What follows belongs to an exercise in optimizing a design on an open flow for small area; a production flow would make more cautious choices. The RTL was checked by simulation tests, not by an equivalence proof against the original design. No activity file was given, so power comes from the tool's default toggle rates.

==> flow/design.v <==
package bus_checker_pkg;
   localparam int ID_W = 8;
   typedef enum logic [1:0] {
      RES_PASS     = 2'd0,
      RES_NO_MATCH = 2'd1,
      RES_MISROUTE = 2'd2,
      RES_BAD_ID   = 2'd3
   } res_code_e;
endpackage
module bus_checker_sb #(
   parameter int DEPTH = 16,
   parameter int KW    = 10
) (
   input  logic [DEPTH-1:0][KW-1:0] key_i,
   input  logic [DEPTH-1:0]         valid_i,
   input  logic [KW-1:0]            srch_key_i,
   input  logic                     srch_ok_i,   
   input  logic                     srch_i,
   input  logic                     dst_ok_i,
   output logic [DEPTH-1:0]         first_o,     
   output logic [DEPTH-1:0]         shift_o,     
   output logic                     found_o,
   output logic                     remove_o
);
   logic [DEPTH-1:0] match, match_pre, hole_pre;
   always_comb begin
      for (int i = 0; i < DEPTH; i++)
         match[i] = valid_i[i] && (key_i[i] == srch_key_i);
      match_pre[0] = match[0];
      hole_pre[0]  = !valid_i[0];
      first_o[0]   = match[0];
      for (int i = 1; i < DEPTH; i++) begin
         match_pre[i] = match_pre[i-1] | match[i];
         hole_pre[i]  = hole_pre[i-1] | !valid_i[i];
         first_o[i]   = match[i] & !match_pre[i-1];
      end
   end
   assign found_o  = srch_ok_i && match_pre[DEPTH-1];
   assign remove_o = srch_i && found_o && dst_ok_i;
   assign shift_o  = remove_o ? match_pre : hole_pre;
endmodule
module bus_checker_rd #(
   parameter int DEPTH = 16,
   parameter int W     = 18
) (
   input  logic [DEPTH-1:0]        sel_i,
   input  logic [DEPTH-1:0][W-1:0] data_i,
   output logic [W-1:0]            data_o
);
   always_comb begin
      data_o = '0;
      for (int i = 0; i < DEPTH; i++)
         data_o = data_o | (data_i[i] & {W{sel_i[i]}});
   end
endmodule
module bus_checker
#(
   parameter int DRVRS   = 4,
   parameter int PCKG_SZ = 16,
   parameter int DEPTH   = 16,
   parameter int TS_W    = 16,
   localparam int SW = $clog2(DRVRS),
   localparam int IW = $clog2(DEPTH),
   localparam int CW = $clog2(DEPTH + 1)
) (
   input  logic               clk,
   input  logic               rst_n,
   input  logic               drv_valid,
   output logic               drv_ready,
   input  logic [SW-1:0]      drv_src,
   input  logic [PCKG_SZ-1:0] drv_data,
   input  logic               mon_valid,
   input  logic [SW-1:0]      mon_dst,
   input  logic [PCKG_SZ-1:0] mon_data,
   output logic               res_valid,
   output logic [1:0]         res_code,
   output logic [SW-1:0]      res_src,
   output logic [PCKG_SZ-1:0] res_data,
   output logic [TS_W-1:0]    res_latency,
   output logic [CW-1:0]      pending,
   output logic [15:0]        pass_cnt,
   output logic [15:0]        fail_cnt
);
   localparam int ID_W = bus_checker_pkg::ID_W;
   localparam int KW   = PCKG_SZ - ID_W + SW;
   logic [DEPTH-1:0][KW-1:0]   key_q;
   logic [DEPTH-1:0][SW-1:0]   src_q;
   logic [DEPTH-1:0][TS_W-1:0] ts_q;
   logic [DEPTH-1:0]           valid_q;
   logic [CW-1:0]              count_q;
   logic [DEPTH-1:0] first, shift;
   logic [DEPTH-1:0][SW+TS_W-1:0] rd_data;
   logic [SW-1:0]      hit_src;
   logic [TS_W-1:0]    hit_ts;
   logic               found, remove;
   logic [TS_W-1:0]    now_q;
   logic               accept, bad_id, push, dst_ok;
   logic               res_valid_q;
   logic [1:0]         res_code_q, res_code_d;
   logic [SW-1:0]      res_src_q;
   logic [PCKG_SZ-1:0] res_data_q;
   logic [TS_W-1:0]    res_lat_q;
   logic [15:0]        pass_q, fail_q, fail_d;
   logic               mon_fail;
   logic [16:0]        fail_sum;
   assign drv_ready = !count_q[CW-1];
   assign accept    = drv_valid && drv_ready;
   assign bad_id    = accept && (drv_data[PCKG_SZ-1 -: ID_W-SW] != '0);
   assign push      = accept && !bad_id;
   assign dst_ok    = mon_data[PCKG_SZ-ID_W +: SW] == mon_dst;
   bus_checker_sb #(
      .DEPTH (DEPTH),
      .KW    (KW)
   ) u_srch (
      .key_i      (key_q),
      .valid_i    (valid_q),
      .srch_key_i (mon_data[KW-1:0]),
      .srch_ok_i  (mon_data[PCKG_SZ-1 -: ID_W-SW] == '0),
      .srch_i     (mon_valid),
      .dst_ok_i   (dst_ok),
      .first_o    (first),
      .shift_o    (shift),
      .found_o    (found),
      .remove_o   (remove)
   );
   always_comb
      for (int i = 0; i < DEPTH; i++)
         rd_data[i] = {src_q[i], ts_q[i]};
   bus_checker_rd #(
      .DEPTH (DEPTH),
      .W     (SW + TS_W)
   ) u_rd (
      .sel_i  (first),
      .data_i (rd_data),
      .data_o ({hit_src, hit_ts})
   );
   always_ff @(posedge clk or negedge rst_n) begin
      if (!rst_n) begin
         valid_q <= '0;
         count_q <= '0;
      end else begin
         for (int i = 0; i < DEPTH - 1; i++)
            if (shift[i]) valid_q[i] <= valid_q[i+1];
         if (shift[DEPTH-1]) valid_q[DEPTH-1] <= push;
         count_q <= count_q + CW'(push) - CW'(remove);
      end
   end
   always_ff @(posedge clk) begin
      for (int i = 0; i < DEPTH - 1; i++)
         if (shift[i]) begin
            key_q[i] <= key_q[i+1];
            src_q[i] <= src_q[i+1];
            ts_q[i]  <= ts_q[i+1];
         end
      if (shift[DEPTH-1]) begin
         key_q[DEPTH-1] <= drv_data[KW-1:0];
         src_q[DEPTH-1] <= drv_src;
         ts_q[DEPTH-1]  <= now_q;
      end
   end
   always_comb begin
      if (!mon_valid)  res_code_d = bus_checker_pkg::RES_BAD_ID;
      else if (remove) res_code_d = bus_checker_pkg::RES_PASS;
      else if (found)  res_code_d = bus_checker_pkg::RES_MISROUTE;
      else             res_code_d = bus_checker_pkg::RES_NO_MATCH;
   end
   assign mon_fail = mon_valid && !remove;
   assign fail_sum = {1'b0, fail_q} + 17'(mon_fail) + 17'(bad_id);
   assign fail_d   = fail_sum[16] ? 16'hFFFF : fail_sum[15:0];
   always_ff @(posedge clk or negedge rst_n) begin
      if (!rst_n) begin
         now_q       <= '0;
         res_valid_q <= 1'b0;
         pass_q      <= '0;
         fail_q      <= '0;
      end else begin
         now_q       <= now_q + TS_W'(1);
         res_valid_q <= mon_valid || bad_id;
         if (remove && pass_q != 16'hFFFF) pass_q <= pass_q + 16'd1;
         fail_q      <= fail_d;
      end
   end
   always_ff @(posedge clk) begin
      res_code_q <= res_code_d;
      res_src_q  <= remove ? hit_src : '0;
      res_data_q <= mon_valid ? mon_data : drv_data;
      res_lat_q  <= remove ? now_q - hit_ts : '0;
   end
   assign pending     = count_q;
   assign res_valid   = res_valid_q;
   assign res_code    = res_code_q;
   assign res_src     = res_src_q;
   assign res_data    = res_data_q;
   assign res_latency = res_lat_q;
   assign pass_cnt    = pass_q;
   assign fail_cnt    = fail_q;
endmodule
==> flow/flow/run.sh <==
#!/bin/bash
# Standard layout with three changes: plain buf_1 port buffers (the resizer still
# upsizes them where needed), no CTS dummy loads, and larger clkbuf_8 leaf clusters.
set -euo pipefail
bash standard.sh \
  "BUFFER_PORTS_ARGS=-buffer_cell sky130_fd_sc_hd__buf_1" \
  "CTS_ARGS=-sink_clustering_enable -repair_clock_nets -dont_use_dummy_load -buf_list sky130_fd_sc_hd__clkbuf_4 -sink_clustering_size 10 -sink_clustering_max_diameter 40" \
  finish > standard_flow.log 2>&1
==> flow/standard.sh <==
#!/bin/bash
# synth_recipe.tcl (not shown) runs the flow's synth.tcl, then flattens the netlist and writes it again
# the make line also repeats each setting of config.mk as NAME=value (left out here)
make -C /OpenROAD-flow-scripts/flow DESIGN_CONFIG=/design/flow/config.mk WORK_HOME=/design/flow/orfs CLKGATE_MAP_FILE= SYNTH_SCRIPT=/design/flow/synth_recipe.tcl "${@:-finish}"
==> flow/config.mk <==
export PLATFORM = sky130hd
export DESIGN_NAME = bus_checker
export DESIGN_NICKNAME = bus_checker
export VERILOG_FILES = /design/flow/design.v
export SDC_FILE = /design/flow/constraint.sdc
export NUM_CORES = 4
export LEC_CHECK = 0
export CAP_MARGIN = 20
export CORE_MARGIN = 2
export CORE_UTILIZATION = 40
export SLEW_MARGIN = 20
export SYNTH_HIERARCHICAL = 1
==> flow/constraint.sdc <==
create_clock -name core_clock -period 10.0 [get_ports {clk}]
set_input_delay 2.0000 -clock core_clock [delete_from_list [all_inputs] [get_ports {clk}]]
set_output_delay 2.0000 -clock core_clock [all_outputs]
set_load 0.01 [all_outputs]
==> results of run 1 <==
where the power goes:
| part | switching [mW] | internal [mW] |
|---|---|---|
| sequential | 0.0548 | 2.54 |
| combinational | 0.124 | 0.109 |
| clock | 0.726 | 0.368 |
state kept, by name (all words and copies together) (netlist names):
name and count:
ts_q 256, key_q 160, src_q 32, fail_q 16, now_q 16, pass_q 16
res_data_q 16, res_lat_q 16, valid_q 16, count_q 5, res_code_q 2, res_src_q 2
res_valid_q 1
cell families (layout without fill, tap and decap cells):
| kind of cell | count (synthesis) | in the layout |
|---|---|---|
| xor+xnor | 208 | 208 |
| compound gates | 212 | 212 |
| other cells | 0 | 1 |
| mux | 49 | 49 |
| simple gates | 291 | 291 |
| fa+ha+maj | 26 | 26 |
| flops | 554 | 554 |
| buf+inv | 96 | 261 |
area by class of cell:
type / instances / area (sq um) / share of cell area [%]
sequential: 554 / 15900 / 65.1
antenna: 1 / 2.50 / 0.0102
inverter: 34 / 128 / 0.522
tap: 756 / 946 / 3.87
clock buffer: 80 / 601 / 2.46
multi-input combinational: 786 / 6170 / 25.2
timing repair buffer: 147 / 679 / 2.78
worst max-delay path, cell delays in order:
cell      delay [ps]
buf_1            620
buf_4            320
xnor2_1          120
nand4_1          100
nor3_1            90
nor4_4           440
nand4_4          300
nor3_1           400
and2_1           950
a22o_1           250
a221oi_1          50
nand4_1          130
inv_1            100
ha_1             360
a21oi_1          250
o21ai_0          220
a21o_1           220
or3_1            350
a21oi_1          150
metal layers:
metal | track usage [%] | routed length (um) | vias to the layer above | share of wire (%)
li1 | - | - | 5878 | -
met1 | 22.9 | 21800 | 6616 | 41
met2 | 31.7 | 26900 | 516 | 50
met3 | 3.46 | 3620 | 90 | 6.7
met4 | 6.55 | 1280 | 0 | 2.4
met5 | 0 | 0 | - | 0
per-stage QoR:
| stage | std cells | utilization (%) |
|---|---|---|
| floorplan | 1436 | - |
| global placement | 2277 | 42.4 |
| detailed placement | 2277 | 42.4 |
| CTS | 2357 | 43.4 |
| global route | 2358 | 43.4 |
| finish | 2358 | 43.4 |
worst max path at each step:
stage,from,endpoint,slack [ps],cells after the start
floorplan,mon_data[6],valid_q[10],4220,9
global placement,mon_data[4],res_lat_q[12],2660,18
detailed placement,mon_data[5],res_lat_q[15],2540,19
CTS,mon_data[5],res_lat_q[15],3410,19
global route,mon_data[5],res_lat_q[15],3010,19
finish,mon_data[5],res_lat_q[15],3270,19
placed cells by master (no fill, tap or decap), drive strengths merged, types with 6 or more instances in the layout:
cell type,synthesis,routed
a21o,7,7
a21oi,21,21
a221oi,72,72
a22o,72,72
a31oi,8,8
and2,9,9
and3,17,17
and4,6,6
buf,50,146
clkbuf,12,81
dfrtp,70,70
dfxtp,36,36
edfxtp,448,448
ha,23,23
inv,34,34
mux2,39,39
mux2i,10,10
nand2,50,50
nand2b,9,9
nand3,47,47
nand4,70,70
nor2,28,28
nor2b,6,6
nor3,20,20
o21ai,13,13
or3,15,15
xnor2,190,190
xor2,18,18
==> results.tsv, run 1 <==
metric	value	unit
hold_path_class	flip-flop to flip-flop	
drt-initial-drc-count	1106	
die_h	242	um
synth_top_family_by_area	XOR/XNOR gates	
reg2reg_from	key_q[26]	
grt_start_max_net_pins	56	
p_leak	8.97	nW
layout-drive-gt1-share	11.2	%
max_slew.worst_pin.slew	1170	ps
holdPathEnd	ts_q[129]	
drc	0	
run_status	complete, no violations	
yosys.area.top_type	edfxtp_1	
htreeDepth	3	
cts.sinks	554	
setup.worst_path.class	input pin to flip-flop	
setup_viol	0	
cellPowerDensity	161	nW/um^2
ys.flop_type	edfxtp_1	
fin_ws	3270	ps
grt_pass1_vias	13700	
finalCritPeriodShare	67.3	%
drv_slew	0	
cts_setup_buffers	0	
cts_buffers	80	
pre_cts_ws	2540	ps
placed_area	23800	sq um
synth.avg_cell_area	15.8	sq um
holdBufCountCts	0	
yosys.area_share.simple	7.11	%
yosysMostFrequentCell	edfxtp_1	
reg2reg_depth	17	
area_growth	7.62	%
drv_cap	0	
synth.area.mux_share	2.41	%
vias	13100	
dp_hpwl	34000	um
synth_area	22700	sq um
clk_pin_slew	100	ps
grt_pass1_wl	82200	um
finClkSkew	104	ps
cts_buffer_depth	3	
ys_types	64	
crit_required	10710	ps
ios	115	
finalInstanceArea	24500	sq um
viasPerCell	5.56	
crit_fanout	18	
synth-xor-area-share	8.02	%
postSynthCellCount	1436	
die-area	58700	sq um
hp-start	ts_q[145]	
worstPathArrival	7450	ps
synth_compound_area_share	7.52	%
synth_common_cells	448 x edfxtp_1, 190 x xnor2_1, 72 x a22o_1	
std_cell_rows	87	
whs	417	ps
async_reset_ff_share	12.6	%
synth-seq-cells	554	
track_usage	18.3	%
design.core.area	56300	sq um
clk_latency	830	ps
synth.top_cell.area_share	59.2	%
maxSlewHeadroom	22.3	%
cts_resized	0	
grt_antenna_before_repair	1	
io_buffers	114	
cp-start-kind	input pin	
rsz0062_at_grt	false	
finalSetupTns	0	ps
synth-edff-count	448	
firstDrtPassIters	5	
synthesis.nets	1502	
synth-adder-area-share	1.53	%
wl	53600	um
hold-path-cell-count	0	
hold_viol_final	0	
fin_nets	1669	
die_x	242	um
antenna_left	0	
wire_per_inst	22.7	um
fillers	5098	
reg2reg_slack	4940	ps
r2r_end	res_lat_q[15]	
power	3.93	mW
vdd_ir_drop_max	114	uV
finalWeightedCongestion	0.827	
post-route-min-period	6730	ps
cts_root_buf	clkbuf_4	
start_util	40.4	%
yosys-top-cells-area	edfxtp_1 59%, dfrtp_1 7.7%, xnor2_1 7.3%	
cp-end-kind	flip-flop	
synth_warnings	9	
max_freq	149	MHz
gr-total-overflow	0	
synth-seq-area-share	70.1	%
cts_tree	yes	
==> run 2: changes to the inputs <==
==> flow/flow/run.sh (replaced) <==
#!/bin/bash
# Standard layout with three changes: plain buf_1 port buffers (the resizer still
# upsizes them where needed), no CTS dummy loads, and larger clkbuf_8 leaf clusters.
set -euo pipefail
bash standard.sh \
  "BUFFER_PORTS_ARGS=-buffer_cell sky130_fd_sc_hd__buf_1" \
  "CTS_ARGS=-sink_clustering_enable -repair_clock_nets -dont_use_dummy_load -buf_list sky130_fd_sc_hd__clkbuf_4 -sink_clustering_size 12 -sink_clustering_max_diameter 30" \
  finish > standard_flow.log 2>&1
==> results.tsv, run 2 <==
metric	value	unit	change
vdd_ir_drop_max	107	uV	-6.7%
drv_cap	0		unchanged
clk_pin_slew	80	ps	-20 ps
crit_required	10660	ps	-50 ps
busiest_layer	met2		
cts_buffer_depth	3		unchanged
fin_nets	1695		+1.6%
drt-initial-drc-count	1036		-6.3%
reg.largest.list	ts_q (256), key_q (160), src_q (32)		
rsz0062_at_grt	false		
drc	0		unchanged
hold_path_class	flip-flop to flip-flop		
cts_setup_buffers	0		unchanged
dp_hpwl	34000	um	unchanged
gr-total-overflow	0		unchanged
synth_warnings	9		unchanged
setup.worst_path.class	input pin to flip-flop		
regArea	15900	sq um	unchanged
cp-end-kind	flip-flop		
dp_cells	2277		unchanged
synth-seq-cells	554		unchanged
wire_per_inst	22.4	um	-1.4%
yosysMostFrequentCell	edfxtp_1		
top_register	ts_q		
synth.top_cell.area_share	59.2	%	unchanged
std_cell_rows	87		unchanged
hold_viol_final	0		unchanged
max_freq	150	MHz	+0.72%
final_cells	2384		+1.1%
grt_pass1_wl	82000	um	-0.26%
yosys-top-cells-area	edfxtp_1 59%, dfrtp_1 7.7%, xnor2_1 7.3%		
finalSetupTns	0	ps	unchanged
cp-start-kind	input pin		
start_util	40.4	%	unchanged
io_buffers	114		unchanged
grt_antenna_before_repair	1		unchanged
post-route-min-period	6680	ps	-48.4 ps
synth_common_cells	448 x edfxtp_1, 190 x xnor2_1, 72 x a22o_1		
largest_reg_flops	256		unchanged
maxSlewHeadroom	22.3	%	about the same
yosys.area.top_type	edfxtp_1		
crit_fanout	18		unchanged
cts_buffers	106		+33%
design.core.area	56300	sq um	unchanged
die-area	58700	sq um	unchanged
p_leak	9.09	nW	+1.3%
cp_cell_sequence	buf_1, buf_4, xnor2_1, nand4_1, nor3_1, nor4_4, nand4_4, nor3_1, and2_1, a22o_1, a221oi_1, nand4_1, inv_1, ha_1, nand2_1, or3_1, a211oi_1, a311oi_1, mux2i_1		
grt_start_max_net_pins	56		unchanged
die_x	242	um	unchanged
ys_types	64		unchanged
ys.flop_type	edfxtp_1		
finalWeightedCongestion	0.827		unchanged
synth-edff-count	448		unchanged
synthesis.nets	1502		unchanged
viasPerCell	5.57		+0.28%
finalCritPeriodShare	66.8	%	-0.48 points
cts.sinks	554		unchanged
met3_usage	3.56	%	+0.10 points
wl	53400	um	-0.34%
synth-seq-area-share	70.1	%	unchanged
max_slew.worst_pin.slew	1170	ps	+0.148 ps
run_status	complete, no violations		
placed_area	23800	sq um	unchanged
area_growth	8.48	%	
crit_slowest_cell	and2_1		
die_h	242	um	unchanged
finalInstanceArea	24600	sq um	+0.80%
cts_root_buf	clkbuf_4		
synth.avg_cell_area	15.8	sq um	unchanged
ios	115		unchanged
drv_slew	0		unchanged
synth_area	22700	sq um	unchanged
fillers	5090		-0.16%
use_met1	22.4	%	-0.50 points
clk_latency	860	ps	+30 ps
final_cell_mix	448 x edfxtp_1, 190 x xnor2_1, 113 x buf_1, 107 x clkbuf_4, 72 x a22o_1		
antenna_left	0		unchanged
cellPowerDensity	165	nW/um^2	+2.7%
vias	13300		+1.4%
holdBufCountCts	0		unchanged
setup_viol	0		unchanged
multiInputGateArea	6170	sq um	unchanged
htreeDepth	3		unchanged
finClkSkew	102	ps	-1.71 ps
layout-drive-gt1-share	12.7	%	+1.4 points
worst_path_largest_cell_delay	920	ps	-30 ps
worstPathArrival	7340	ps	-110 ps
track_usage	18.3	%	-0.058 points
postSynthCellCount	1436		unchanged
cts_resized	0		unchanged
cts_tree	yes		
grt_pass1_vias	14000		+1.8%
async_reset_ff_share	12.6	%	unchanged
firstDrtPassIters	5		unchanged
met2_usage	31.5	%	-0.15 points
mostFrequentLayoutCell	edfxtp_1		
power	4.06	mW	+3.5%
==> run 2: cell counts after synthesis <==
No cell type changed its count.
==> run 2: worst max-delay path: cells and delay by family <==
kind / cells / cell delay (ps)
buffers and inverters: 3 / 1020
and+or+nand+nor: 9 / 2930
xor gates and xnor gates: 1 / 120
AOI/OAI and AO/OA: 4 / 700
adders and majority gates: 1 / 380
muxes: 1 / 140
==> run 2: metal layers <==
layer | wire, um | vias to the layer above
li1 | - | 5937
met1 | 21400 | 6656
met2 | 26700 | 569
met3 | 3720 | 120
met4 | 1540 | 0
met5 | 0 | -
==> run 2: kinds of logic after synthesis <==
logic type                 count (synthesis)  synth area share, %
AOI/OAI and AO/OA                        212                 7.52
buffers and inverters                     96                 3.32
DFF                                      554                 70.1
muxes                                     49                 2.41
adders and majority gates                 26                 1.53
and+or+nand+nor                          291                 7.11
xor gates and xnor gates                 208                 8.02
==> run 2: final timing paths <==
kind	slack (ps)	cells past startpoint	endpoint	from
setup / recovery	3320	19	res_lat_q[14]	mon_data[5]
hold / removal	410	0	ts_q[169]	ts_q[185]
setup reg to reg	4960	17	res_lat_q[14]	key_q[28]
hold reg to reg	410	0	ts_q[169]	ts_q[185]
max in group asynchronous	7850	2	res_valid_q	rst_n
min in group asynchronous	1070	1	valid_q[6]	rst_n
==> run 2: power breakdown <==
group | internal (mW) | switching (mW)
Clock | 0.480 | 0.749
Combinational | 0.109 | 0.124
Sequential | 2.55 | 0.0546
==> run 2: layout make-up <==
| class | instances | share of cell area (%) |
|---|---|---|
| tap | 756 | 3.84 |
| antenna | 1 | 0.0102 |
| timing repair buffer | 147 | 2.76 |
| sequential | 554 | 64.6 |
| inverter | 34 | 0.518 |
| multi-input combinational | 786 | 25.0 |
| clock buffer | 106 | 3.23 |
==> run 2: through the flow <==
stage	hold slack [ps]	utilization, %	worst slack, ps
after floorplan	427	-	4220
after global placement	431	42.4	2660
after detailed placement	435	42.4	2540
after CTS	395	43.8	3390
after global routing	429	43.8	3020
final	415	43.8	3320
==> run 3: changes to the inputs <==
==> flow/flow/run.sh (replaced) <==
#!/bin/bash
# Standard layout with three changes: plain buf_1 port buffers (the resizer still
# upsizes them where needed), no CTS dummy loads, and larger clkbuf_8 leaf clusters.
set -euo pipefail
bash standard.sh \
  "BUFFER_PORTS_ARGS=-buffer_cell sky130_fd_sc_hd__buf_1" \
  "CTS_ARGS=-sink_clustering_enable -repair_clock_nets -dont_use_dummy_load -buf_list {sky130_fd_sc_hd__clkbuf_2 sky130_fd_sc_hd__clkbuf_4} -sink_clustering_size 8 -sink_clustering_max_diameter 30" \
  finish > standard_flow.log 2>&1
==> results.tsv, run 3 <==
metric	value	unit	change
whs	426	ps	+11.7 ps
drv_slew	0		unchanged
cts_root_buf	clkbuf_4		
grt_pass1_vias	14000		+0.093%
antenna_left	0		unchanged
synth_area	22700	sq um	unchanged
setup.worst_path.class	input pin to flip-flop		
run_status	complete, no violations		
cts_setup_buffers	0		unchanged
gr-total-overflow	0		unchanged
yosys-top-cells-area	edfxtp_1 59%, dfrtp_1 7.7%, xnor2_1 7.3%		
hold_viol_final	0		unchanged
power	4.07	mW	+0.13%
setup_viol	0		unchanged
holdBufCountCts	0		unchanged
viasPerCell	5.55		-0.32%
busiest_layer	met2		
finalCritPeriodShare	66.9	%	about the same
drt-initial-drc-count	1090		+5.2%
yosysMostFrequentCell	edfxtp_1		
synth-edff-count	448		unchanged
max_slew.worst_pin.slew	1180	ps	+18.1 ps
htreeDepth	3		unchanged
synth.top_cell.area_share	59.2	%	unchanged
pwr-share-seq	63.9	%	about the same
grt_antenna_before_repair	1		unchanged
async_reset_ff_share	12.6	%	unchanged
p_sw_share	22.8	%	about the same
reg.largest.list	ts_q (256), key_q (160), src_q (32)		
hold_path_class	flip-flop to flip-flop		
largest_reg_flops	256		unchanged
fin_ws	3310	ps	-2.49 ps
grt_pass1_wl	82100	um	+0.18%
synth-seq-area-share	70.1	%	unchanged
finClkSkew	90.0	ps	-12.1 ps
cellPowerDensity	165	nW/um^2	+0.10%
synth.avg_cell_area	15.8	sq um	unchanged
clk_latency	850	ps	about the same
area_growth	8.51	%	about the same
finalInstanceArea	24700	sq um	about the same
finalSetupTns	0	ps	unchanged
placed_area	23800	sq um	unchanged
drc	0		unchanged
fin_nets	1696		+0.059%
std_cell_rows	87		unchanged
design.core.area	56300	sq um	unchanged
cp-end-kind	flip-flop		
finalWeightedCongestion	0.827		unchanged
die_x	242	um	unchanged
final_cell_mix	448 x edfxtp_1, 190 x xnor2_1, 113 x buf_1, 108 x clkbuf_4, 72 x a22o_1		
post-route-min-period	6690	ps	+2.49 ps
p_leak	9.09	nW	about the same
synth-seq-cells	554		unchanged
mostFrequentLayoutCell	edfxtp_1		
firstDrtPassIters	6		+1
power.switching	0.929	mW	about the same
postSynthCellCount	1436		unchanged
fillers	5082		-0.16%
rsz0062_at_grt	false		
final_util	43.8	%	about the same
clockPowerShare	30.3	%	about the same
maxSlewHeadroom	21.0	%	-1.2 points
cts_resized	0		unchanged
p_int	3.14	mW	+0.15%
die_h	242	um	unchanged
clk_pin_slew	90	ps	about the same
vdd_ir_drop_max	107	uV	+0.29%
crit_fanout	18		unchanged
cts.sinks	554		unchanged
pre_cts_ws	2540	ps	unchanged
final_cells	2385		+0.042%
cts_buffers	107		+0.94%
drv_cap	0		unchanged
max_freq	150	MHz	about the same
top_register	ts_q		
vias	13200		-0.28%
cts_buffer_depth	3		unchanged
hp-start	src_q[7]		
io_buffers	114		unchanged
met3_usage	3.62	%	+0.066 points
wl	53600	um	+0.26%
ys.flop_type	edfxtp_1		
reg2reg_from	key_q[28]		
p_comb_share	5.7	%	about the same
crit_required	10640	ps	-20 ps
cp-start-kind	input pin		
layout-drive-gt1-share	12.7	%	+0.054 points
met2_usage	31.5	%	unchanged
ios	115		unchanged
wire_per_inst	22.5	um	+0.22%
regArea	15900	sq um	unchanged
startpoint	mon_data[5]		
grt_start_max_net_pins	56		unchanged
cts_tree	yes		
start_util	40.4	%	unchanged
dp_hpwl	34000	um	unchanged
worstPathArrival	7330	ps	about the same
ys_types	64		unchanged
yosys.area.top_type	edfxtp_1		
synth_warnings	9		unchanged
synthesis.nets	1502		unchanged
die-area	58700	sq um	unchanged
multiInputGateArea	6170	sq um	unchanged
track_usage	18.3	%	+0.019 points
synth_common_cells	448 x edfxtp_1, 190 x xnor2_1, 72 x a22o_1		
use_met1	22.5	%	+0.066 points
dp_cells	2277		unchanged
-- run 3: cell counts after synthesis --
No cell type changed its count.
-- run 3: power by group through the flow --
stage,clock (mW),combinational (mW),sequential (mW)
CTS,1.29,0.238,2.60
floorplan,0,0.163,2.65
finish,1.23,0.233,2.60
detailed placement,0,0.238,2.65
global route,1.38,0.264,2.61
global placement,0,0.234,2.65
-- run 3: logic make-up after synthesis --
logic type,Yosys count,share of synthesized area (%)
flip-flops,554,70.1
adder cells (fa/ha/maj),26,1.53
buffers and inverters,96,3.32
multiplexers,49,2.41
AO/OA/AOI/OAI,212,7.52
AND/OR/NAND/NOR,291,7.11
XOR/XNOR,208,8.02
-- run 3: worst paths after layout --
check	endpoint	slack (ps)	depth (start not counted)
max in group asynchronous	valid_q[10]	7850	2
worst max-delay path	res_lat_q[14]	3310	19
worst max register to register	res_lat_q[14]	4940	17
min in group asynchronous	valid_q[6]	1090	1
worst min-delay path	src_q[5]	430	0
worst min register to register	src_q[5]	430	0
-- run 3: layout make-up --
cell class	count	share of cell area, %
sequential	554	64.6
multi-input combinational	786	25.0
tap	756	3.84
clock buffer	107	3.26
timing repair buffer	147	2.76
inverter	34	0.518
antenna	1	0.0102
-- run 3: critical path, stage by stage --
cell and delay, ps:
buf_1 610, buf_4 310, xnor2_1 120, nand4_1 100
nor3_1 90, nor4_4 430, nand4_4 300, nor3_1 410
and2_1 930, a22o_1 240, a221oi_1 50, nand4_1 150
inv_1 80, ha_1 380, nand2_1 130, or3_1 390
a211oi_1 310, a311oi_1 110, mux2i_1 140
-- run 3: per-layer routing --
layer	vias up	share of wire (%)	wire (um)
met4	0	2.8	1520
met1	6655	40	21500
met3	120	7.2	3840
met5	-	0	0
met2	540	50	26700
li1	5930	-	-
==> run 4: changes to the inputs <==
==> flow/flow/run.sh (replaced) <==
#!/bin/bash
# Standard layout with three changes: plain buf_1 port buffers (the resizer still
# upsizes them where needed), no CTS dummy loads, and larger clkbuf_8 leaf clusters.
set -euo pipefail
bash standard.sh \
  "BUFFER_PORTS_ARGS=-buffer_cell sky130_fd_sc_hd__buf_1" \
  "CTS_ARGS=-sink_clustering_enable -repair_clock_nets -dont_use_dummy_load -buf_list sky130_fd_sc_hd__clkbuf_8 -sink_clustering_size 16 -sink_clustering_max_diameter 50" \
  finish > standard_flow.log 2>&1
==> results.tsv, run 4 <==
metric	value	unit	change
finalInstanceArea	24600	sq um	-0.35%
wire_per_inst	22.8	um	+1.4%
reg2reg_depth	17		unchanged
vias	12900		-2.7%
synth-edff-count	448		unchanged
synth_common_cells	448 x edfxtp_1, 190 x xnor2_1, 72 x a22o_1		
hold_viol_final	0		unchanged
reg.largest.list	ts_q (256), key_q (160), src_q (32)		
crit_end	res_lat_q[14]		
firstDrtPassIters	5		-1
wl	53100	um	-0.95%
viasPerCell	5.53		-0.41%
finalSetupTns	0	ps	unchanged
setup.worst_path.class	input pin to flip-flop		
grt_antenna_before_repair	1		unchanged
cts.sinks	554		unchanged
reg2reg_slack	4970	ps	+30 ps
grt_pass1_vias	13600		-3.2%
area_growth	8.13	%	
std_cell_rows	87		unchanged
holdBufCountCts	0		unchanged
die-area	58700	sq um	unchanged
final_cell_mix	448 x edfxtp_1, 190 x xnor2_1, 113 x buf_1, 72 x a22o_1, 71 x a221oi_1		
dp_hpwl	34000	um	unchanged
synthesis.nets	1502		unchanged
die_x	242	um	unchanged
cp_cell_sequence	buf_1, buf_4, xnor2_1, nand4_1, nor3_1, nor4_4, nand4_4, nor3_1, and2_1, a22o_1, a221oi_1, nand4_1, inv_1, ha_1, nand2_1, or3_1, a211oi_1, a311oi_1, mux2i_1		
clk_latency	690	ps	-160 ps
path_buf_inv	3		unchanged
top_register	ts_q		
largest_reg_flops	256		unchanged
async_reset_ff_share	12.6	%	unchanged
drv_slew	0		unchanged
crit_required	10480	ps	-160 ps
ys.flop_type	edfxtp_1		
drt-initial-drc-count	1081		-0.83%
startpoint	mon_data[5]		
clk_pin_slew	90	ps	about the same
track_usage	18.0	%	-0.24 points
io_buffers	114		unchanged
postSynthCellCount	1436		unchanged
drc	0		unchanged
cp-end-kind	flip-flop		
worst_path_largest_cell_delay	920	ps	about the same
max_freq	146	MHz	-2.2%
maxSlewHeadroom	22.1	%	+1.0 points
cp.depth	19		unchanged
yosys-top-cells-area	edfxtp_1 59%, dfrtp_1 7.7%, xnor2_1 7.3%		
p_leak	8.98	nW	-1.3%
r2r_end	res_lat_q[14]		
grt_start_max_net_pins	56		unchanged
drv_cap	0		unchanged
cp_top_family	simple AND/OR/NAND/NOR gates		
ys_types	64		unchanged
worstPathArrival	7320	ps	about the same
fillers	5083		+0.020%
multiInputGateArea	6170	sq um	unchanged
cp-start-kind	input pin		
max_slew.worst_pin.slew	1170	ps	-15.4 ps
finClkSkew	86.0	ps	-3.95 ps
rsz0062_at_grt	false		
die_h	242	um	unchanged
synth_area	22700	sq um	unchanged
finalWeightedCongestion	0.827		unchanged
crit_fanout	18		unchanged
fin_nets	1641		-3.2%
vdd_ir_drop_max	105	uV	-1.7%
grt_pass1_wl	81200	um	-1.1%
reg2reg_from	key_q[28]		
yosys.area.top_type	edfxtp_1		
synth.avg_cell_area	15.8	sq um	unchanged
run_status	complete, no violations		
yosysMostFrequentCell	edfxtp_1		
regArea	15900	sq um	unchanged
power	4.01	mW	-1.4%
start_util	40.4	%	unchanged
synth-seq-area-share	70.1	%	unchanged
cts_root_buf	clkbuf_8		
synth-seq-cells	554		unchanged
setup_viol	0		unchanged
mostFrequentLayoutCell	edfxtp_1		
synth_warnings	9		unchanged
design.core.area	56300	sq um	unchanged
cts_resized	0		unchanged
synth.top_cell.area_share	59.2	%	unchanged
finalCritPeriodShare	68.3	%	+1.5 points
gr-total-overflow	0		unchanged
cts_buffer_depth	3		unchanged
post-route-min-period	6830	ps	+147 ps
cellPowerDensity	163	nW/um^2	-1.0%
cts_tree	yes		
cts_buffers	52		-51%
cts_setup_buffers	0		unchanged
hold_path_class	flip-flop to flip-flop		
htreeDepth	2		-1
ios	115		unchanged
layout-drive-gt1-share	9.66	%	-3.1 points
crit_slowest_cell	and2_1		
antenna_left	0		unchanged
placed_area	23800	sq um	unchanged
## run 4: cell count changes in the layout (fill, tap and decap cells not counted), sizes merged
cell    before  now
clkbuf     108   53
## run 4: worst register-to-register path, cell delays in order, from the launching register on
cell and delay [ps]:
edfxtp_1 400, xnor2_1 180, nand4_1 130, nor3_1 100
nor4_4 430, nand4_4 290, nor3_1 400, and2_1 920
a22o_1 260, a221oi_1 50, nand4_1 160, inv_1 80
ha_1 380, nand2_1 130, or3_1 390, a211oi_1 310
a311oi_1 110, mux2i_1 140
## run 4: how the worst min path moves through the flow
stage	from	endpoint	slack, ps	cells after the start
global route	ts_q[156]	ts_q[140]	440	0
finish	ts_q[128]	ts_q[112]	420	0
detailed placement	ts_q[202]	ts_q[186]	430	0
CTS	ts_q[104]	ts_q[88]	420	0
floorplan	src_q[13]	src_q[11]	430	0
global placement	ts_q[90]	ts_q[74]	430	0
## run 4: cell type report
type / count / area share (%)
diodes: 1 / 0.0102
clock buffers: 52 / 2.91
inverters: 34 / 0.520
multi-input cells: 786 / 25.1
flip-flops and latches: 554 / 64.8
well taps: 756 / 3.85
repair buffers: 147 / 2.77
## run 4: cells by family after synthesis
kind of cell / after synthesis / share of synthesized area, %
flip-flops: 554 / 70.1
AND/OR/NAND/NOR: 291 / 7.11
AO/OA/AOI/OAI: 212 / 7.52
XOR/XNOR: 208 / 8.02
buffers and inverters: 96 / 3.32
multiplexers: 49 / 2.41
adder cells (fa/ha/maj): 26 / 1.53
## run 4: through the flow
step           std cells  utilization [%]  hold WS, ps  setup slack, ps
2_1_floorplan       1436                -          427             4220
3_3_place_gp        2277             42.4          431             2660
3_5_place_dp        2277             42.4          435             2540
4_1_cts             2329             43.6          423             3190
5_1_grt             2330             43.7          435             2830
6_report            2330             43.7          422             3170
## run 4: per-layer routing
layer	global-route usage, %	share of wire, %	wire (um)
met4	6.48	3.0	1620
met3	2.95	6.8	3610
met2	31.5	50	26400
met1	22.6	40	21400
met5	0	0	0
## run 4: report_power, final
part,switching [mW],total [mW],internal [mW]
clock,0.717,1.18,0.461
combinational,0.124,0.233,0.109
sequential,0.0550,2.60,2.54
==> run 5: changes to the inputs <==
--- a/flow/design.v
+++ b/flow/design.v
@@ -15,28 +15,19 @@
    input  logic [DEPTH-1:0]         valid_i,
    input  logic [KW-1:0]            srch_key_i,
-   input  logic                     srch_ok_i,   
-   input  logic                     srch_i,
-   input  logic                     dst_ok_i,
    output logic [DEPTH-1:0]         first_o,     
-   output logic [DEPTH-1:0]         shift_o,     
-   output logic                     found_o,
-   output logic                     remove_o
+   output logic                     any_o
 );
-   logic [DEPTH-1:0] match, match_pre, hole_pre;
+   logic [DEPTH-1:0] match, match_pre;
    always_comb begin
       for (int i = 0; i < DEPTH; i++)
          match[i] = valid_i[i] && (key_i[i] == srch_key_i);
       match_pre[0] = match[0];
-      hole_pre[0]  = !valid_i[0];
       first_o[0]   = match[0];
       for (int i = 1; i < DEPTH; i++) begin
          match_pre[i] = match_pre[i-1] | match[i];
-         hole_pre[i]  = hole_pre[i-1] | !valid_i[i];
          first_o[i]   = match[i] & !match_pre[i-1];
       end
    end
-   assign found_o  = srch_ok_i && match_pre[DEPTH-1];
-   assign remove_o = srch_i && found_o && dst_ok_i;
-   assign shift_o  = remove_o ? match_pre : hole_pre;
+   assign any_o = match_pre[DEPTH-1];
 endmodule
 module bus_checker_rd #(
@@ -87,18 +78,18 @@
    logic [DEPTH-1:0][SW-1:0]   src_q;
    logic [DEPTH-1:0][TS_W-1:0] ts_q;
-   logic [DEPTH-1:0]           valid_q;
+   logic [DEPTH-1:0]           valid_q, kept, hole_pre;
+   logic [DEPTH:0]             shift;
    logic [CW-1:0]              count_q;
-   logic [DEPTH-1:0] first, shift;
+   logic [IW-1:0]              rd_idx_q, rd_idx_d;
+   logic [DEPTH-1:0] first, rd_sel;
    logic [DEPTH-1:0][SW+TS_W-1:0] rd_data;
-   logic [SW-1:0]      hit_src;
-   logic [TS_W-1:0]    hit_ts;
-   logic               found, remove;
+   logic [SW-1:0]      rd_src;
+   logic [TS_W-1:0]    rd_ts;
+   logic               any, found, remove, rd_en;
    logic [TS_W-1:0]    now_q;
    logic               accept, bad_id, push, dst_ok;
    logic               res_valid_q;
    logic [1:0]         res_code_q, res_code_d;
-   logic [SW-1:0]      res_src_q;
    logic [PCKG_SZ-1:0] res_data_q;
-   logic [TS_W-1:0]    res_lat_q;
    logic [15:0]        pass_q, fail_q, fail_d;
    logic               mon_fail;
@@ -116,23 +107,20 @@
       .valid_i    (valid_q),
       .srch_key_i (mon_data[KW-1:0]),
-      .srch_ok_i  (mon_data[PCKG_SZ-1 -: ID_W-SW] == '0),
-      .srch_i     (mon_valid),
-      .dst_ok_i   (dst_ok),
       .first_o    (first),
-      .shift_o    (shift),
-      .found_o    (found),
-      .remove_o   (remove)
+      .any_o      (any)
    );
-   always_comb
-      for (int i = 0; i < DEPTH; i++)
-         rd_data[i] = {src_q[i], ts_q[i]};
-   bus_checker_rd #(
-      .DEPTH (DEPTH),
-      .W     (SW + TS_W)
-   ) u_rd (
-      .sel_i  (first),
-      .data_i (rd_data),
-      .data_o ({hit_src, hit_ts})
-   );
+   assign found  = (mon_data[PCKG_SZ-1 -: ID_W-SW] == '0) && any;
+   assign remove = mon_valid && found && dst_ok;
+   always_comb begin
+      hole_pre[0] = !valid_q[0];
+      for (int i = 1; i < DEPTH; i++)
+         hole_pre[i] = hole_pre[i-1] | !valid_q[i];
+      shift = {hole_pre, 1'b0};
+      for (int i = 0; i < DEPTH; i++)
+         kept[i] = valid_q[i] && !(remove && first[i]);
+      rd_idx_d = '0;
+      for (int i = 0; i < DEPTH; i++)
+         if (first[i]) rd_idx_d = shift[i] ? IW'(i - 1) : IW'(i);
+   end
    always_ff @(posedge clk or negedge rst_n) begin
       if (!rst_n) begin
@@ -141,6 +129,8 @@
       end else begin
          for (int i = 0; i < DEPTH - 1; i++)
-            if (shift[i]) valid_q[i] <= valid_q[i+1];
-         if (shift[DEPTH-1]) valid_q[DEPTH-1] <= push;
+            if (shift[i+1]) valid_q[i] <= kept[i+1];
+            else            valid_q[i] <= kept[i];
+         if (shift[DEPTH]) valid_q[DEPTH-1] <= push;
+         else              valid_q[DEPTH-1] <= kept[DEPTH-1];
          count_q <= count_q + CW'(push) - CW'(remove);
       end
@@ -148,14 +138,15 @@
    always_ff @(posedge clk) begin
       for (int i = 0; i < DEPTH - 1; i++)
-         if (shift[i]) begin
+         if (shift[i+1]) begin
             key_q[i] <= key_q[i+1];
             src_q[i] <= src_q[i+1];
             ts_q[i]  <= ts_q[i+1];
          end
-      if (shift[DEPTH-1]) begin
+      if (shift[DEPTH]) begin
          key_q[DEPTH-1] <= drv_data[KW-1:0];
          src_q[DEPTH-1] <= drv_src;
          ts_q[DEPTH-1]  <= now_q;
       end
+      rd_idx_q <= rd_idx_d;
    end
    always_comb begin
@@ -183,14 +174,27 @@
    always_ff @(posedge clk) begin
       res_code_q <= res_code_d;
-      res_src_q  <= remove ? hit_src : '0;
       res_data_q <= mon_valid ? mon_data : drv_data;
-      res_lat_q  <= remove ? now_q - hit_ts : '0;
-   end
+   end
+   always_comb
+      for (int i = 0; i < DEPTH; i++)
+         rd_data[i] = {src_q[i], ts_q[i]};
+   assign rd_en = res_code_q == bus_checker_pkg::RES_PASS;
+   always_comb
+      for (int i = 0; i < DEPTH; i++)
+         rd_sel[i] = rd_en && rd_idx_q == IW'(i);
+   bus_checker_rd #(
+      .DEPTH (DEPTH),
+      .W     (SW + TS_W)
+   ) u_rd (
+      .sel_i  (rd_sel),
+      .data_i (rd_data),
+      .data_o ({rd_src, rd_ts})
+   );
+   assign res_src     = rd_src;
+   assign res_latency = rd_en ? now_q + ~rd_ts : '0;
    assign pending     = count_q;
    assign res_valid   = res_valid_q;
    assign res_code    = res_code_q;
-   assign res_src     = res_src_q;
    assign res_data    = res_data_q;
-   assign res_latency = res_lat_q;
    assign pass_cnt    = pass_q;
    assign fail_cnt    = fail_q;
--- a/flow/config.mk
+++ b/flow/config.mk
@@ -6,7 +6,7 @@
 export NUM_CORES = 4
 export LEC_CHECK = 0
-export CAP_MARGIN = 20
+export CAP_MARGIN = 0
 export CORE_MARGIN = 2
 export CORE_UTILIZATION = 40
-export SLEW_MARGIN = 20
+export SLEW_MARGIN = 0
 export SYNTH_HIERARCHICAL = 1
==> results.tsv, run 5 <==
metric	value	unit	change
run_status	complete, no violations		
gr-total-overflow	0		unchanged
die-area	58400	sq um	-0.60%
multiInputGateArea	6200	sq um	+0.45%
cts_setup_buffers	0		unchanged
cp_cell_sequence	or2_2, or3_1, nor2_1, buf_4, a22o_1, a221oi_1, nand4_1, inv_1, ha_1, o21ai_0, o211a_1, a211oi_1, o211ai_1, a21boi_0, xnor2_1, nor2_1, buf_1		
layout-drive-gt1-share	8.61	%	-1.1 points
drv_cap	0		unchanged
drt-initial-drc-count	1140		+5.5%
synth_warnings	9		unchanged
cts_buffers	46		-12%
crit_slowest_cell	nor2_1		
viasPerCell	5.53		about the same
whs	382	ps	-40.5 ps
fin_ws	2350	ps	-819 ps
post-route-min-period	7650	ps	+819 ps
synthesis.nets	1544		+2.8%
synth-seq-cells	540		-2.5%
cp-start-kind	flip-flop		
setup.worst_path.class	flip-flop to output pin		
grt_antenna_before_repair	0		-1
max_slew.worst_pin.slew	1120	ps	-53.7 ps
regArea	15600	sq um	-1.8%
wire_per_inst	22.8	um	about the same
top_register	ts_q		
track_usage	18.4	%	+0.36 points
drc	0		unchanged
drv_slew	0		unchanged
antenna_cells	0		-1
final_cell_mix	448 x edfxtp_1, 194 x xnor2_1, 113 x buf_1, 72 x a22o_1, 71 x a221oi_1		
die_x	242	um	-0.30%
start_util	40.3	%	-0.089 points
dp_cells	2324		+2.1%
synth.avg_cell_area	15.3	sq um	-3.4%
placed_area	23700	sq um	-0.51%
top_layer_used	met4		
ios	115		unchanged
maxSlewHeadroom	25.6	%	+3.5 points
fin_nets	1682		+2.5%
io_buffers	114		unchanged
worstPathArrival	5650	ps	-1670 ps
wl_met2	25900	um	-2.0%
htreeDepth	2		unchanged
cellPowerDensity	160	nW/um^2	-2.1%
mostFrequentLayoutCell	edfxtp_1		
ys_types	76		+19%
cts.sinks	540		-2.5%
finalInstanceArea	24400	sq um	-0.87%
yosys-top-cells-area	edfxtp_1 60%, dfrtp_1 7.8%, xnor2_1 7.5%		
postSynthCellCount	1478		+2.9%
dp_hpwl	35500	um	+4.3%
firstDrtPassIters	5		unchanged
cts_buffer_depth	3		unchanged
worst_path_largest_cell_delay	730	ps	-190 ps
setup_viol	0		unchanged
finalWeightedCongestion	0.842		+1.8%
clk_latency	660	ps	-30 ps
synth.top_cell.area_share	59.6	%	+0.36 points
synth_common_cells	448 x edfxtp_1, 194 x xnor2_1, 72 x a22o_1		
cts_resized	0		unchanged
p_leak	8.43	nW	-6.1%
design.core.area	56100	sq um	-0.39%
holdBufCountCts	0		unchanged
rsz0062_at_grt	false		
fillers	4976		-2.1%
synth_area	22600	sq um	-0.61%
largest_reg_flops	256		unchanged
cp_common_cell	nor2_1		
hold_path_class	flip-flop to flip-flop		
clk_pin_slew	100	ps	about the same
ys.flop_type	edfxtp_1		
drt-met1-wl	22300	um	+3.8%
max_freq	131	MHz	-11%
final_util	43.4	%	-0.21 points
pre_cts_ws	3220	ps	+685 ps
cp-end-kind	output pin		
yosysMostFrequentCell	edfxtp_1		
finalCritPeriodShare	76.5	%	+8.2 points
vdd_ir_drop_max	128	uV	+21%
power	3.89	mW	-3.0%
synth-edff-count	448		unchanged
wl_met3	4620	um	+28%
grt_start_max_net_pins	59		+5.4%
vias	13100		+1.6%
antenna_left	0		unchanged
async_reset_ff_share	13.0	%	+0.33 points
finalSetupTns	0	ps	unchanged
final_cells	2370		+1.7%
finClkSkew	76.2	ps	-9.87 ps
std_cell_rows	87		unchanged
yosys.area.top_type	edfxtp_1		
grt_pass1_wl	81900	um	+0.79%
wl	54000	um	+1.8%
die_h	242	um	-0.30%
crit_fanout	16		-2
area_growth	7.85	%	
cts_tree	yes		
cts_root_buf	clkbuf_8		
hold_viol_final	0		unchanged
crit_required	8000	ps	-2480 ps
synth-seq-area-share	69.3	%	-0.81 points
grt_pass1_vias	13400		-1.3%
reg.largest.list	ts_q (256), key_q (160), src_q (32)		
-- run 5: final timing paths --
path	cells after the start	slack (ps)	endpoint	start
hold / removal	0	380	src_q[2]	src_q[4]
min in group asynchronous	1	1230	valid_q[3]	rst_n
setup / recovery	17	2350	res_latency[13]	res_code_q[1]
max in group asynchronous	2	7620	valid_q[5]	rst_n
hold reg to reg	0	380	src_q[2]	src_q[4]
setup reg to reg	18	5480	fail_q[7]	key_q[63]
-- run 5: worst max-delay path, delay by kind of cell (launching register included) --
kind	cells	cell delay [ps]
and+or+nand+nor	5	1890
AOI/OAI and AO/OA	7	1710
buffers and inverters	3	610
DFF	1	340
adders and majority gates	1	330
xor gates and xnor gates	1	110
-- run 5: cell type report --
cell class                 instances  share of cell area, %
inverter                          54                  0.853
multi-input combinational        821                   25.4
timing repair buffer             153                   2.97
tap                              756                   3.88
clock buffer                      46                   2.60
sequential                       540                   64.2
-- run 5: power breakdown --
| group | total, mW | leakage [nW] | internal (mW) | switching [mW] |
|---|---|---|---|---|
| registers | 2.55 | 5.55 | 2.50 | 0.0552 |
| clock network | 1.10 | 0.331 | 0.412 | 0.688 |
| logic | 0.241 | 2.55 | 0.103 | 0.138 |
| total | 3.89 | 8.43 | 3.01 | 0.881 |
-- run 5: kinds of logic after synthesis --
| kind of cell | after synthesis | synth area share (%) |
|---|---|---|
| DFF | 540 | 69.3 |
| and+or+nand+nor | 326 | 7.90 |
| AOI/OAI and AO/OA | 223 | 8.03 |
| xor gates and xnor gates | 216 | 8.38 |
| buffers and inverters | 117 | 3.43 |
| muxes | 30 | 1.44 |
| adders and majority gates | 26 | 1.54 |
-- run 5: metal layers --
layer,track usage [%],up-vias
li1,-,5859
met1,23.7,6590
met2,30.6,559
met3,5.04,90
met4,5.01,0
met5,0,-
==> run 6: changes to the inputs <==
--- a/flow/config.mk
+++ b/flow/config.mk
@@ -6,7 +6,7 @@
 export NUM_CORES = 4
 export LEC_CHECK = 0
-export CAP_MARGIN = 0
+export CAP_MARGIN = 20
 export CORE_MARGIN = 2
 export CORE_UTILIZATION = 40
-export SLEW_MARGIN = 0
+export SLEW_MARGIN = 20
 export SYNTH_HIERARCHICAL = 1
==> results.tsv, run 6 <==
metric	value	unit	change
htreeDepth	2		unchanged
antenna_cells	0		unchanged
synthesis.nets	1544		unchanged
postSynthCellCount	1478		unchanged
cp_common_cell	nor2_1		
yosys.area.top_type	edfxtp_1		
drv_cap	0		unchanged
crit_required	8000	ps	about the same
cts_root_buf	clkbuf_8		
grt_start_max_net_pins	59		unchanged
synth_warnings	9		unchanged
gr-total-overflow	0		unchanged
area_growth	8.00	%	
cp-start-kind	flip-flop		
fin_nets	1683		+0.059%
grt_antenna_before_repair	0		unchanged
reg.largest.list	ts_q (256), key_q (160), src_q (32)		
setup_viol	0		unchanged
ys.flop_type	edfxtp_1		
maxSlewHeadroom	36.8	%	+11 points
setup.worst_path.class	flip-flop to output pin		
crit_fanout	16		unchanged
run_status	complete, no violations		
max_freq	130	MHz	-0.68%
grt_pass1_wl	81900	um	unchanged
synth_common_cells	448 x edfxtp_1, 194 x xnor2_1, 72 x a22o_1		
rsz0062_at_grt	false		
die-area	58400	sq um	unchanged
synth.area.mux_share	1.44	%	unchanged
final_cell_mix	448 x edfxtp_1, 194 x xnor2_1, 113 x buf_1, 72 x a22o_1, 71 x a221oi_1		
cp_cell_sequence	or2_2, or3_1, nor2_1, buf_4, a22o_1, a221oi_1, nand4_1, inv_1, ha_1, o21ai_0, o211a_1, a211oi_1, o211ai_1, a21boi_0, xnor2_1, nor2_1, buf_1		
largest_reg_flops	256		unchanged
worst_path_largest_cell_delay	750	ps	+20 ps
firstDrtPassIters	6		+1
cts_setup_buffers	0		unchanged
drc	0		unchanged
design.core.area	56100	sq um	unchanged
finalCritPeriodShare	77.0	%	+0.52 points
ys_types	76		unchanged
holdBufCountCts	0		unchanged
yosys-top-cells-area	edfxtp_1 60%, dfrtp_1 7.8%, xnor2_1 7.5%		
synth.avg_cell_area	15.3	sq um	unchanged
synth-xor-area-share	8.38	%	unchanged
cellPowerDensity	160	nW/um^2	-0.12%
wire_per_inst	22.8	um	about the same
vias	13100		+0.27%
std_cell_rows	87		unchanged
die_h	242	um	unchanged
synth-seq-cells	540		unchanged
dp_hpwl	35500	um	unchanged
cts_buffer_depth	3		unchanged
start_util	40.3	%	unchanged
max_slew.worst_pin.slew	944	ps	-171 ps
drv_slew	0		unchanged
cp-end-kind	output pin		
top_register	ts_q		
cts.sinks	540		unchanged
final_util	43.5	%	+0.062 points
p_leak	8.44	nW	+0.14%
fillers	4971		-0.10%
mostFrequentLayoutCell	edfxtp_1		
synth.top_cell.area_share	59.6	%	unchanged
finalSetupTns	0	ps	unchanged
clk_pin_slew	100	ps	about the same
antenna_left	0		unchanged
cts_resized	0		unchanged
worstPathArrival	5700	ps	+50 ps
cts_buffers	46		unchanged
cp_top_family	simple AND/OR/NAND/NOR gates		
finalWeightedCongestion	0.842		unchanged
cts_tree	yes		
crit_slowest_cell	nor2_1		
vdd_ir_drop_max	127	uV	about the same
yosysMostFrequentCell	edfxtp_1		
post-route-min-period	7700	ps	+52.5 ps
synth-seq-area-share	69.3	%	unchanged
finClkSkew	76.7	ps	+0.560 ps
viasPerCell	5.54		+0.23%
io_buffers	114		unchanged
grt_pass1_vias	13400		unchanged
synth_top_family_by_area	XOR/XNOR gates		
wl	54000	um	about the same
synth_compound_area_share	8.03	%	unchanged
clk_latency	660	ps	about the same
synth-adder-area-share	1.54	%	unchanged
hold_path_class	flip-flop to flip-flop		
synth-edff-count	448		unchanged
hold_viol_final	0		unchanged
yosys.area_share.simple	7.90	%	unchanged
synth_area	22600	sq um	unchanged
die_x	242	um	unchanged
async_reset_ff_share	13.0	%	unchanged
ios	115		unchanged
drt-initial-drc-count	1202		+5.4%
track_usage	18.4	%	unchanged
path_buf_inv	3		unchanged
layout-drive-gt1-share	8.67	%	+0.057 points
## run 6: cell types whose count changed in the layout (fill, tap and decap cells not counted), sizes merged
| cell | before | now |
|---|---|---|
| buf | 152 | 153 |
## run 6: final cells by class
class                   count  area (sq um)  area share, %
repair buffers            154           752           3.08
clock buffers              46           633           2.60
inverters                  54           208          0.852
well taps                 756           946           3.88
flip-flops and latches    540         15600           64.1
multi-input cells         821          6200           25.4
## run 6: metrics by stage
stage / area [sq um] / hold slack, ps / total power [mW] / instances / setup slack (ps)
detailed placement: 23700 / 435 / 2.84 / 2324 / 3220
global placement: 23700 / 429 / 2.83 / 2324 / 3420
finish: 24400 / 382 / 3.89 / 2371 / 2300
floorplan: 22600 / 427 / 2.76 / 1478 / 4410
CTS: 24400 / 389 / 3.93 / 2370 / 2480
global route: 24400 / 394 / 4.04 / 2371 / 2090
## run 6: cells by family after synthesis
group,after synthesis
xor+xnor,216
fa+ha+maj,26
buf+inv,117
simple gates,326
compound gates,223
flops,540
mux,30
## run 6: routing by layer
layer	vias up	track usage, %	share of wire [%]
met3	88	5.04	8.6
met1	6613	23.7	41
met5	-	0	0
met2	566	30.6	48
li1	5867	-	-
met4	0	5.01	2.3
## run 6: final timing paths
check / startpoint / endpoint / slack [ps] / cells after the start
max: res_code_q[1] / res_latency[13] / 2300 / 17
min: src_q[4] / src_q[2] / 380 / 0
max reg2reg: key_q[63] / fail_q[7] / 5520 / 18
min reg2reg: src_q[4] / src_q[2] / 380 / 0
max in group asynchronous: rst_n / valid_q[5] / 7630 / 2
min in group asynchronous: rst_n / valid_q[3] / 1230 / 1
## run 6: power breakdown
| part | internal [mW] | switching, mW | total (mW) |
|---|---|---|---|
| logic | 0.103 | 0.138 | 0.242 |
| registers | 2.50 | 0.0548 | 2.55 |
| clock network | 0.412 | 0.688 | 1.10 |
| total | 3.01 | 0.881 | 3.89 |
==> run 7: changes to the inputs <==
--- a/flow/design.v
+++ b/flow/design.v
@@ -94,5 +94,4 @@
    logic [15:0]        pass_q, fail_q, fail_d;
    logic               mon_fail;
-   logic [16:0]        fail_sum;
    assign drv_ready = !count_q[CW-1];
    assign accept    = drv_valid && drv_ready;
@@ -146,5 +145,5 @@
          key_q[DEPTH-1] <= drv_data[KW-1:0];
          src_q[DEPTH-1] <= drv_src;
-         ts_q[DEPTH-1]  <= now_q;
+         ts_q[DEPTH-1]  <= ~now_q;
       end
       rd_idx_q <= rd_idx_d;
@@ -157,6 +156,28 @@
    end
    assign mon_fail = mon_valid && !remove;
-   assign fail_sum = {1'b0, fail_q} + 17'(mon_fail) + 17'(bad_id);
-   assign fail_d   = fail_sum[16] ? 16'hFFFF : fail_sum[15:0];
+   logic [TS_W-1:0] now_d;
+   logic [TS_W:0]   now_c;
+   logic [15:0]     pass_d, fail_s;
+   logic [16:0]     pass_c, fail_c;
+   logic            pass_inc;
+   assign now_c[0] = 1'b1;
+   for (genvar i = 0; i < TS_W; i++) begin : g_now
+      assign now_d[i]   = now_q[i] ^ now_c[i];
+      assign now_c[i+1] = now_q[i] & now_c[i];
+   end
+   assign pass_inc  = remove && !(&pass_q);
+   assign pass_c[0] = pass_inc;
+   for (genvar i = 0; i < 16; i++) begin : g_pass
+      assign pass_d[i]   = pass_q[i] ^ pass_c[i];
+      assign pass_c[i+1] = pass_q[i] & pass_c[i];
+   end
+   assign fail_s[0]  = fail_q[0] ^ mon_fail ^ bad_id;
+   assign fail_c[0]  = 1'b0;
+   assign fail_c[1]  = (fail_q[0] & mon_fail) | (fail_q[0] & bad_id) | (mon_fail & bad_id);
+   for (genvar i = 1; i < 16; i++) begin : g_fail
+      assign fail_s[i]   = fail_q[i] ^ fail_c[i];
+      assign fail_c[i+1] = fail_q[i] & fail_c[i];
+   end
+   assign fail_d = fail_c[16] ? 16'hFFFF : fail_s;
    always_ff @(posedge clk or negedge rst_n) begin
       if (!rst_n) begin
@@ -166,7 +187,7 @@
          fail_q      <= '0;
       end else begin
-         now_q       <= now_q + TS_W'(1);
+         now_q       <= now_d;
          res_valid_q <= mon_valid || bad_id;
-         if (remove && pass_q != 16'hFFFF) pass_q <= pass_q + 16'd1;
+         pass_q      <= pass_d;
          fail_q      <= fail_d;
       end
@@ -191,6 +212,13 @@
       .data_o ({rd_src, rd_ts})
    );
+   logic [TS_W-1:0] lat_s;
+   logic [TS_W:0]   lat_c;
+   assign lat_c[0] = 1'b0;
+   for (genvar i = 0; i < TS_W; i++) begin : g_lat
+      assign lat_s[i]   = now_q[i] ^ rd_ts[i] ^ lat_c[i];
+      assign lat_c[i+1] = (now_q[i] & rd_ts[i]) | (lat_c[i] & (now_q[i] ^ rd_ts[i]));
+   end
    assign res_src     = rd_src;
-   assign res_latency = rd_en ? now_q + ~rd_ts : '0;
+   assign res_latency = rd_en ? lat_s : '0;
    assign pending     = count_q;
    assign res_valid   = res_valid_q;
--- a/flow/config.mk
+++ b/flow/config.mk
@@ -8,5 +8,5 @@
 export CAP_MARGIN = 20
 export CORE_MARGIN = 2
-export CORE_UTILIZATION = 40
+export CORE_UTILIZATION = 65
 export SLEW_MARGIN = 20
 export SYNTH_HIERARCHICAL = 1
==> results.tsv, run 7 <==
metric	value	unit	change
die_h	189	um	-22%
postSynthCellCount	1365		-7.6%
worst_path_largest_cell_delay	430	ps	-320 ps
cts.sinks	540		unchanged
final_cell_mix	448 x edfxtp_1, 165 x xnor2_1, 112 x buf_1, 72 x a22o_1, 71 x a221oi_1		
finalWeightedCongestion	0.931		+11%
cp-end-kind	output pin		
drv_slew	0		unchanged
die-area	35500	sq um	-39%
cts_root_buf	clkbuf_8		
largest_reg_flops	256		unchanged
yosys-top-cells-area	edfxtp_1 61%, dfrtp_1 7.9%, xnor2_1 6.6%		
clk_latency	630	ps	-30 ps
finalSetupTns	0	ps	unchanged
dp_cells	1924		-17%
gr-total-overflow	0		unchanged
finalInstanceArea	23900	sq um	-2.1%
synth.top_cell.area_share	60.8	%	+1.2 points
cp_top_family	adder cells		
ios	115		unchanged
power	3.81	mW	-2.1%
layout-drive-gt1-share	12.2	%	+3.5 points
grt_pass1_wl	75600	um	-7.6%
crit_fanout	4		-12
p_leak	8.42	nW	-0.24%
wire_per_inst	25.3	um	+11%
cellPowerDensity	160	nW/um^2	about the same
crit_slowest_cell	or3_4		
fin_nets	1634		-2.9%
synth-seq-cells	540		unchanged
finClkSkew	56.3	ps	-20.4 ps
design.core.area	33500	sq um	-40%
synth.avg_cell_area	16.2	sq um	+6.1%
setup.worst_path.class	flip-flop to output pin		
ys_types	64		-16%
final_util	71.2	%	+28 points
vdd_ir_drop_max	161	uV	+26%
hold_path_class	flip-flop to flip-flop		
io_buffers	114		unchanged
track_usage	28.7	%	+10 points
ys.flop_type	edfxtp_1		
start_util	66.0	%	+26 points
die_x	189	um	-22%
whs	404	ps	+22.2 ps
top_register	ts_q		
dp_hpwl	33800	um	-4.7%
rsz0062_at_grt	true		
max_slew.worst_pin.slew	968	ps	+23.9 ps
yosysMostFrequentCell	edfxtp_1		
maxSlewHeadroom	35.5	%	-1.4 points
synth-edff-count	448		unchanged
synthesis.nets	1470		-4.8%
cts_buffer_depth	3		unchanged
max_freq	101	MHz	-22%
yosys.area.top_type	edfxtp_1		
wl	50000	um	-7.4%
synth_area	22100	sq um	-2.0%
finalCritPeriodShare	98.9	%	+22 points
firstDrtPassIters	5		-1
synth_common_cells	448 x edfxtp_1, 166 x xnor2_1, 72 x a22o_1		
grt_start_max_net_pins	71		+20%
vias	12700		-3.5%
reg.largest.list	ts_q (256), key_q (160), src_q (32)		
antenna_left	0		unchanged
grt_pass1_vias	12800		-4.1%
antenna_cells	0		unchanged
fin_ws	111	ps	-2180 ps
placed_area	23100	sq um	-2.8%
drv_cap	0		unchanged
hold_viol_final	0		unchanged
viasPerCell	6.42		+16%
holdBufCountCts	0		unchanged
async_reset_ff_share	13.0	%	unchanged
mostFrequentLayoutCell	edfxtp_1		
grt_antenna_before_repair	0		unchanged
path_buf_inv	5		+2
cp-start-kind	flip-flop		
drc	0		unchanged
final_cells	1975		-17%
crit_required	8000	ps	about the same
drt-initial-drc-count	1396		+16%
cp_common_cell	fa_2		
synth-seq-area-share	70.7	%	+1.4 points
setup_viol	0		unchanged
htreeDepth	2		unchanged
worstPathArrival	7890	ps	+2190 ps
clk_pin_slew	100	ps	about the same
std_cell_rows	67		-23%
cts_buffers	45		-2.2%
pre_cts_ws	-129	ps	-3350 ps
run_status	complete, no violations		
area_growth	7.86	%	
synth_warnings	9		unchanged
cts_tree	yes		
post-route-min-period	9890	ps	+2180 ps
==> run 7: cell types whose count changed after synthesis, moves of 9 or more <==
cell / delta
fa_1: +13
nor2_1: -23
mux2i_1: -9
nand3_1: -21
xor2_1: -18
nand2_1: -18
a21oi_1: -12
nand2b_1: +15
ha_1: +26
xnor2_1: -28
==> run 7: area by class of cell <==
class / instances / area, sq um
Sequential cell: 540 / 15600
Fill cell: 2190 / 9660
Multi-Input combinational cell: 706 / 5880
Timing Repair Buffer: 179 / 960
Clock buffer: 45 / 619
Tap cell: 448 / 561
Inverter: 57 / 214
==> run 7: path summary, 6_finish.rpt <==
kind                               start         endpoint  slack (ps)  cells after the start
min reg2reg                    ts_q[173]        ts_q[157]         400                      0
max reg2reg                    key_q[57]        fail_q[2]        3690                     29
min                            ts_q[173]        ts_q[157]         400                      0
max                        res_code_q[1]  res_latency[15]         110                     29
max in group asynchronous          rst_n      valid_q[12]        7700                      2
min in group asynchronous          rst_n         now_q[7]        1630                      2
==> run 7: cell families (layout without fill, tap and decap cells) <==
family | after synthesis | count (layout) | share of synthesized area (%)
muxes | 21 | 21 | 1.07
AOI/OAI and AO/OA | 191 | 191 | 7.17
xor gates and xnor gates | 170 | 170 | 6.73
adders and majority gates | 65 | 65 | 4.22
buffers and inverters | 119 | 281 | 3.47
DFF | 540 | 540 | 70.7
and+or+nand+nor | 259 | 259 | 6.67
==> run 7: routing by layer <==
layer  vias up  global-route usage [%]  part of all wire [%]
li1       5536                       -                     -
met1      6248                    41.4                    40
met2       802                    44.7                    46
met3        91                    6.93                    11
met4         0                    7.42                   2.3
met5         -                       0                     0
==> run 7: worst register-to-register path, delay by kind of cell (launching register included) <==
| kind | cells | cell delay (ps) |
|---|---|---|
| adders and majority gates | 15 | 2690 |
| and+or+nand+nor | 10 | 2200 |
| buffers and inverters | 3 | 610 |
| DFF | 1 | 410 |
| xor gates and xnor gates | 1 | 250 |
==> run 7: where the power goes <==
group          internal (mW)  switching (mW)  total, mW  leakage [nW]
Combinational          0.101           0.133      0.234          2.72
Clock                  0.403           0.663       1.07         0.324
Sequential              2.47          0.0363       2.51          5.38
==> run 7: repair_timing <==
item	4_1_cts	5_1_grt
resized for setup	22	16
pin swaps	4	5
setup endpoints to repair	3	2
buffers inserted	2	2

[re-timing with driven ports]
Ports are ideal in the flow. The routed layouts listed here were re-timed in OpenROAD. Step 1 (the two cells are an assumption about what drives the block):
set clk [get_ports {clk}]
set_driving_cell -lib_cell sky130_fd_sc_hd__clkbuf_16 $clk
set_driving_cell -lib_cell sky130_fd_sc_hd__buf_2 [delete_from_list [all_inputs] $clk]
Step 2 moves the port delays by t, midway between the first and last clock arrival at a register: inputs arrive t later, outputs are due t later. That takes back most of the time a late clock gives input paths. a / b / c = no drivers / after step 1 / after step 2; a / b = the first two.
| run | shift t [ns] | slack for setup (ns) | clock arrival spread, ns | slew at the worst register clock pin (ns) | worst data-port slew with drivers (ns) |
|---|---|---|---|---|---|
| run 1 | 0.829 | 3.269 / 3.292 / 2.463 | 0.104 / 0.104 | 0.11 / 0.11 | 0.03 |
| run 2 | 0.861 | 3.317 / 3.342 / 2.481 | 0.102 / 0.103 | 0.11 / 0.11 | 0.04 |
| run 3 | 0.856 | 3.315 / 3.339 / 2.483 | 0.090 / 0.090 | 0.09 / 0.09 | 0.03 |
| run 4 | 0.702 | 3.167 / 3.195 / 2.493 | 0.087 / 0.086 | 0.10 / 0.10 | 0.03 |
| run 5 | 0.676 | 2.348 / 2.293 / 2.969 | 0.081 / 0.081 | 0.10 / 0.10 | 0.05 |
| run 6 | 0.675 | 2.295 / 2.240 / 2.915 | 0.079 / 0.079 | 0.10 / 0.10 | 0.05 |
| run 7 | 0.645 | 0.111 / 0.060 / 0.705 | 0.066 / 0.066 | 0.10 / 0.10 | 0.03 |
After both steps setup and hold are still met in every run listed. For run 2, which loses most, drivers alone change the setup slack by +0.025 ns; drivers and shift together by -0.836 ns.
